Source: an optimization exercise on an open RTL-to-GDS flow (aim: small area, a short achievable clock period and few clock cycles per item). Production flows keep margins and buffers that such runs may drop.
Function was checked by simulation only, so behaviour that the tests miss may differ from the original.
Power is estimated from default activity; no workload was simulated.

## flow/design.v (module list and top-level ports; edited modules follow where they fit)
// module mulStage1: 1207 lines
// module mulStage2: 944 lines
// module aluPipeTop: 265 lines
module aluPipeTop (
	input  logic        clk,
	input  logic        arstN,
	input  logic        inValid,
	input  logic [31:0] inInstr,
	input  logic [31:0] inRsValue,
	input  logic [31:0] inRtValue,
	input  logic [7:0]  inTag,
	input  logic        outCredit,
	output logic        inCredit,
	output logic        outValid,
	output logic [31:0] outResult,
	output logic [4:0]  outDestReg,
	output logic [7:0]  outTag,
	output logic        outIllegal
);
  // ...
==> flow/flow/run.sh <==
#!/bin/bash
set -euo pipefail
bash standard.sh SETUP_SLACK_MARGIN=5.6 "BUFFER_PORTS_ARGS=-buffer_cell sky130_fd_sc_hd__buf_4" finish > standard.log 2>&1
==> flow/standard.sh <==
#!/bin/bash
# synth_recipe.tcl (not shown) runs the flow's synth.tcl, then flattens the netlist and writes it again
# the make line also repeats each setting of config.mk as NAME=value (left out here)
make -C /OpenROAD-flow-scripts/flow DESIGN_CONFIG=/design/flow/config.mk WORK_HOME=/design/flow/orfs CLKGATE_MAP_FILE= SYNTH_SCRIPT=/design/flow/synth_recipe.tcl "${@:-finish}"
==> flow/config.mk <==
export PLATFORM = sky130hd
export DESIGN_NAME = aluPipeTop
export DESIGN_NICKNAME = aluPipeTop
export VERILOG_FILES = /design/flow/design.v
export SDC_FILE = /design/flow/constraint.sdc
export NUM_CORES = 4
export LEC_CHECK = 0
export ABC_AREA = 1
export CAP_MARGIN = 20
export CORE_MARGIN = 2
export CORE_UTILIZATION = 50
export SETUP_SLACK_MARGIN = 5
export SLEW_MARGIN = 20
export TNS_END_PERCENT = 0
==> flow/constraint.sdc <==
create_clock -name core_clock -period 8.4 [get_ports {clk}]
set_input_delay 1.6800 -clock core_clock [delete_from_list [all_inputs] [get_ports {clk}]]
set_output_delay 1.6800 -clock core_clock [all_outputs]
set_load 0.01 [all_outputs]
==> impl_metrics.toml, run 1 <==
[outcome]
status = "finished clean"

[grt]
grt_start_max_net_pins = 68
use_met1_pct = 38.2

[place]
gp_congestion = 0.969

[synthesis]
muxShareOfSynthArea_pct = 0.128
synthSimpleGateAreaFrac_pct = 12.7
ys_async_sr_fraction_pct = 2.96
synth_ff_type = "dfxtp_1"
synth_compound_area_share_pct = 13.0
synth_area_mm2 = 0.0352
yosys.area_share.xor_xnor_pct = 6.24
yosysSeqAreaShare_pct = 42.2

[layout]
final_cell_mix = "nand2_1, inv_1, dfxtp_1, edfxtp_1, buf_4"
largest-register = "rows2"
syn2layout_area_growth_pct = 14.9
largest_reg_flops = 226
clock_cell_area_share_pct = 5.62
post-route-util_pct = 57.9

[floorplan]
nWellTaps = 940
die_w_um = 269
initial_core_util_pct = 50.4
die-area_mm2 = 0.0726

[setup_path]
cpPeakStageDelay_ns = 0.53
setup.worst_path.end_class = "register"
reg2reg_from = "a1[16]"
crit_required_ns = 8.83
crit_slowest_cell = "dfxtp_1"

[sta]
finalHoldViolCount = 0
setup_violations = 0
finalCriticalPeriod_ns = 3.02

[clock_tree]
post-cts-setup-buffers = 24
hold_buffers = 0
path_clk_slew_ns = 0.06

[pwr]
pwr-share-comb_pct = 23.2
swShare_pct = 31.5
p_leak_nw = 18.8
maxPowerGroup = "sequential cells"
powerDensity_mw_per_mm2 = 224

[drt]
detail_route.drc_violations = 0
Testbench counts, summed over its fixed seeds: cycles 8,032, items 8,000.
==> run 2, diff against run 1 <==
==> flow/flow/run.sh (replaced) <==
#!/bin/bash
# The standard layout with these changes to how it is made:
#  - synthesis skips Yosys's early generic ABC pass (SYNTH_ARGS=-noabc), so the
#    multiplier's carry-save tree keeps its structure into full-adder mapping;
#    everything else in synthesis is the standard flow's (synth_recipe.tcl, same settings);
#  - every flip-flop then takes the instance name that the standard
#    synthesis (run here too, in ref/) gives the flip-flop driving the same
#    net, so the registers pair with the standard synthesis by name and cell
#    type (flow/rename_regs.py, which fails the flow if any does not pair);
#  - the port buffers are buf_4 cells instead of the default pick.
# The clock period, constraints, floorplan, power grid and CTS are the standard flow's.
set -euo pipefail
W=$PWD
RES=$W/orfs/results/$FLOW_PLATFORM/aluPipeTop/base
REF=$W/ref/results/$FLOW_PLATFORM/aluPipeTop/base
bash standard.sh WORK_HOME=$W/ref synth > ref_synth.log 2>&1
bash standard.sh SYNTH_ARGS=-noabc $RES/1_2_yosys.v > own_synth.log 2>&1
cp $RES/1_2_yosys.v own_synth_before_rename.v
python3 flow/rename_regs.py $REF/1_2_yosys.v $RES/1_2_yosys.v > rename_regs.log 2>&1
bash standard.sh SYNTH_ARGS=-noabc SETUP_SLACK_MARGIN=5.6 "BUFFER_PORTS_ARGS=-buffer_cell sky130_fd_sc_hd__buf_4" finish > standard.log 2>&1
==> flow/flow/rename_regs.py (new file) <==
#!/usr/bin/env python3
"""Give every flip-flop of a netlist the instance name the standard synthesis
gave the flip-flop that drives the same net.

usage: rename_regs.py REFERENCE.v NETLIST.v   (NETLIST.v is rewritten)
Both are flat gate-level Verilog from ORFS's synthesis of the same RTL. A
flip-flop is paired by the net on its Q pin; a pair whose cell types differ, or
a flip-flop left without a partner, is reported and makes the script fail.
"""
import re
import sys

INST = re.compile(r"^(\s*)(sky130_fd_sc_hd__\w+)\s+(\\\S+\s|\w+)\s*\(\s*$")
QPIN = re.compile(r"^\s*\.Q\((.*)\)\s*,?\s*$")
FF = re.compile(r"sky130_fd_sc_hd__(dfxtp|dfrtp|dfstp|dfrbp|dfsbp|edfxtp|dfbbp|dfxbp|sdf|sedf|dfrtn|edfxbp)")


def flops(lines):
    """[(line index of the instance, cell, name, q net)]"""
    out = []
    i = 0
    while i < len(lines):
        m = INST.match(lines[i])
        if m and FF.match(m.group(2)):
            j = i + 1
            q = None
            while j < len(lines) and not lines[j].strip().startswith(");"):
                mq = QPIN.match(lines[j])
                if mq:
                    q = mq.group(1).strip()
                j += 1
            out.append((i, m.group(2), m.group(3).strip(), q))
            i = j
        else:
            i += 1
    return out


def main():
    ref_lines = open(sys.argv[1]).read().split("\n")
    lines = open(sys.argv[2]).read().split("\n")
    ref = {q: (cell, name) for _, cell, name, q in flops(ref_lines)}
    mine = flops(lines)
    names = set()
    for l in lines:
        m = INST.match(l)
        if m:
            names.add(m.group(3).strip())
    bad = 0
    renamed = 0
    # second chance for a flip-flop whose Q net took another name: the
    # register name in front of the "$" of both instance names
    base = lambda n: n.split("$")[0] if n.startswith("\\") and "$" in n else None
    for idx, cell, name, q in mine:
        if q in ref:
            rcell, rname = ref.pop(q)
        else:
            hit = [k for k, (c, n) in ref.items() if base(n) is not None and base(n) == base(name)]
            if len(hit) != 1:
                print(f"no partner for {name} ({cell}, Q {q})")
                bad += 1
                continue
            rcell, rname = ref.pop(hit[0])
        if rcell != cell:
            print(f"cell differs for {name}: {cell} here, {rcell} in the reference")
            bad += 1
        if rname != name:
            if rname in names:
                print(f"name {rname} already taken, {name} left as is")
                bad += 1
                continue
            m = INST.match(lines[idx])
            esc = rname + " " if rname.startswith("\\") else rname
            lines[idx] = f"{m.group(1)}{cell} {esc} ("
            names.discard(name)
            names.add(rname)
            renamed += 1
    for q, (rcell, rname) in ref.items():
        print(f"reference flip-flop {rname} ({rcell}, Q {q}) has no partner")
        bad += 1
    print(f"{len(mine)} flip-flops, {renamed} renamed, {bad} problems")
    open(sys.argv[2], "w").write("\n".join(lines))
    sys.exit(1 if bad else 0)


main()
==> run 2 against run 1 <==
Net effect: sequential share of layout area grew 0.93 points; largest cell class unchanged; worst hold slack lost 0.0044 ns; global-route usage grew 0.55 points; flip-flop and latch count is the same; register-to-register slack is essentially flat; final area shrank 2.4%; synthesized cell count shrank 5.5%; synthesized area shrank 2.2%; count of clock-buffer cells in the layout grew 2.
==> impl_metrics.toml, run 2 <==
[setup_path]
startpoint = "a1[21]"
crit_chain = "clkinvlp_4 -> buf_4 -> o22ai_2 -> xor2_1 -> fa_1 -> fa_1 -> a21oi_1 -> o2111ai_1"
cpPeakStageDelay_ns = 0.66
crit_slowest_cell = "dfxtp_1"
path_common_cell = "fa_1"
crit_type = "register to register"
start_kind = "register"
setup.worst_path.end_class = "register"
arrival_ns = 3.50
reg2reg_from = "a1[21]"
crit_required_ns = 8.87
crit_fanout = 6

[clock_tree]
h-tree-depth = 3
hold_buffers = 0
cts_sinks = 608
cts_root_buf = "clkbuf_16"
cts_tree = "done"
clock_latency_ns = 0.63
path_clk_slew_ns = 0.07
cts_made_buffers = 69
clockBufferDepth = 3

[synthesis]
yosysMostFrequentCell = "nand2_1"
ys_seq_elements = 608
syn_area_per_cell_um2 = 10.0
syn_inst = 3434
synth_area_leaders = "edfxtp_1, dfxtp_1, fa_1"
ys_async_sr_fraction_pct = 2.96
synthAdderAreaFrac_pct = 18.4
synth_compound_area_share_pct = 13.9
yosysTopAreaCell = "edfxtp_1"
muxShareOfSynthArea_pct = 0.131
yosys.area_share.xor_xnor_pct = 6.99
yosys_warnings = 1
synth_area_mm2 = 0.0344
yosysSeqAreaShare_pct = 43.2
synth_ff_type = "dfxtp_1"
synthTopCellsByCount = "nand2_1, dfxtp_1, edfxtp_1"
synth_top_family_by_area = "adder cells"
ys_types = 63
synth.top_cell.area_share_pct = 22.7
synth_edf_count = 260
synthSimpleGateAreaFrac_pct = 12.3
syn_nets = 3927

[pwr]
peakVddDrop_mv = 0.262
power.total_mw = 9.73
p_switching_mw = 3.18
pwr-share-clk_pct = 32.4
p_seq_share_pct = 42.0
pwr-share-comb_pct = 25.6
swShare_pct = 32.7
powerDensity_mw_per_mm2 = 246
p_leak_nw = 18.5
p_int_mw = 6.55

[layout]
largest-register = "rows2"
fill_cells = 5837
largest_reg_flops = 226
reg_top3 = "rows2: 226 flops, ring: 138 flops, head: 46 flops"
drive_gt1_share_pct = 14.9
post-route-util_pct = 57.8
syn2layout_area_growth_pct = 14.7
final_cell_mix = "nand2_1, dfxtp_1, edfxtp_1, xor2_1, o22ai_1"
layout.nets = 4025
final_common_cell = "nand2_1"

[grt]
grt_pass1_vias = 26800
grt_start_max_net_pins = 78
gr-total-overflow = 0
antenna_found_initial = 3
grtUsageTotal_pct = 30.9
use_met1_pct = 38.3
top_usage_layer = "met2"
use_met3_pct = 6.70
gr-usage-met2_pct = 49.8
grt_pass1_wl_um = 165000

[sta]
slew-limit-headroom_pct = 26.0
finalCriticalPeriod_ns = 3.03
rsz0062_at_grt = "yes"
finalHoldViolCount = 0
setup_violations = 0
period_share_pct = 36.0
slew_violations = 0
tns_ns = 0
worst-slew-pin-transition_ns = 1.11
clock.fmax_ghz = 0.331
skew_ns = 0.0297

[worst_hold_path]
hold_path_class = "register to register"
min_from = "meta1[10]"

[floorplan]
ioPinCount = 156
core_area_mm2 = 0.0683
num_rows = 96
die_h_um = 266
die-area_mm2 = 0.0710
initial_core_util_pct = 50.4
die_w_um = 266

[outcome]
status = "finished clean"

[drt]
ant_nets = 0
routedWlPerCell_um = 24.6
vias_per_cell = 5.99
drtIter0Drc = 2618
vias = 26800
drt-pass1-iter-count = 7
detail_route.drc_violations = 0
routed_wl_um = 110000

[place]
dp_hpwl_um = 76900
port_buffers = 150
gp_congestion = 0.983

[flow_run]
cap_violations = 0
[run 2: power groups by stage]
| stage | sequential (mW) | clock [mW] | combinational (mW) |
|---|---|---|---|
| CTS | 4.09 | 3.21 | 2.51 |
| global route | 4.13 | 3.33 | 2.76 |
| floorplan | 4.12 | 0 | 1.48 |
| finish | 4.09 | 3.15 | 2.49 |
| global placement | 4.13 | 0 | 2.41 |
| detailed placement | 4.15 | 0 | 2.47 |
[run 2: layout make-up]
type	count	area, um2	share of cell area, %
Timing Repair inverter	1	8.76	0.0222
Sequential cell	608	14900	37.8
Timing Repair Buffer	225	1830	4.62
Multi-Input combinational cell	2402	18300	46.3
Clock inverter	35	465	1.18
Tap cell	882	1100	2.79
Inverter	225	947	2.40
Antenna cell	1	2.50	0.00634
Clock buffer	91	1940	4.92
[run 2: logic make-up (layout without fill, tap and decap cells)]
logic type | after synthesis | count (layout)
AOI/OAI and AO/OA | 759 | 759
muxes | 4 | 4
buffers and inverters | 429 | 577
DFF | 608 | 608
xor gates and xnor gates | 274 | 274
adders and majority gates | 385 | 385
and+or+nand+nor | 975 | 980
other | 0 | 1
[run 2: final timing paths]
| kind | end | slack [ns] | cells past startpoint |
|---|---|---|---|
| max in group asynchronous | crd[1] | 7.22 | 1 |
| worst min register to register | meta2[10] | 0.32 | 0 |
| min in group asynchronous | rWr[1] | 0.92 | 1 |
| worst max-delay path | rows2[30] | 5.37 | 8 |
| worst max register to register | rows2[30] | 5.37 | 8 |
| worst min-delay path | meta2[10] | 0.32 | 0 |
[run 2: layer usage]
layer	part of all wire, %	up-vias
met5	0.016	-
met1	40	12900
met4	6.4	2
met3	8.0	345
li1	-	12200
met2	46	1283
[run 2: metrics by stage]
stage / hold slack [ns] / worst slack, ns / instance area, um2 / cells
3_3_place_gp: 0.315 / 4.06 / 36100 / 4306
6_report: 0.321 / 5.37 / 39500 / 4470
4_1_cts: 0.326 / 5.48 / 39200 / 4451
2_1_floorplan: 0.310 / 5.35 / 34400 / 3434
3_5_place_dp: 0.312 / 4.07 / 36100 / 4306
5_1_grt: 0.331 / 5.38 / 39500 / 4469
[run 2: worst max-delay path, delay by kind of cell (launching register included)]
family	cells	cell delay (ns)
adders and majority gates	2	1.00
AOI/OAI and AO/OA	3	0.45
xor gates and xnor gates	1	0.24
DFF	1	0.66
buffers and inverters	2	0.52
[run 2: repair_timing]
action,4_1_cts,5_1_grt
setup endpoints to repair,307,274
pin swaps,16,13
gates cloned,7,1
buffers inserted,12,17
resized for setup,114,46
endpoints found under the hold margin,0,0

==> separate check: timing with driven ports <==
The flow's constraints put no driver on any port. The routed layouts listed below were extracted and timed again, unchanged, in two steps. Step 1 sets driving cells, clkbuf_16 on the clock port and buf_2 on the other inputs (assumed; they add their load-dependent delay and slew). Step 2 also shifts input and output timing later by t, the mid clock arrival at the registers, as if the neighbouring blocks saw the same clock. Three values: ideal ports, drivers, drivers and shift; two values: the first two.
| run | shift t [ns] | setup slack, ns | worst setup path at the end | worst slew at a driven data input, ns |
|---|---|---|---|---|
| run 1 | 0.691 | 5.382 / 5.382 / 4.927 | input to register | 0.04 |
| run 2 | 0.675 | 5.375 / 5.375 / 4.874 | input to register | 0.06 |
After both steps setup and hold are still met in every run listed. The setup slack of run 2, which loses most, moves by 0.000 ns with the drivers and by -0.501 ns with both steps.
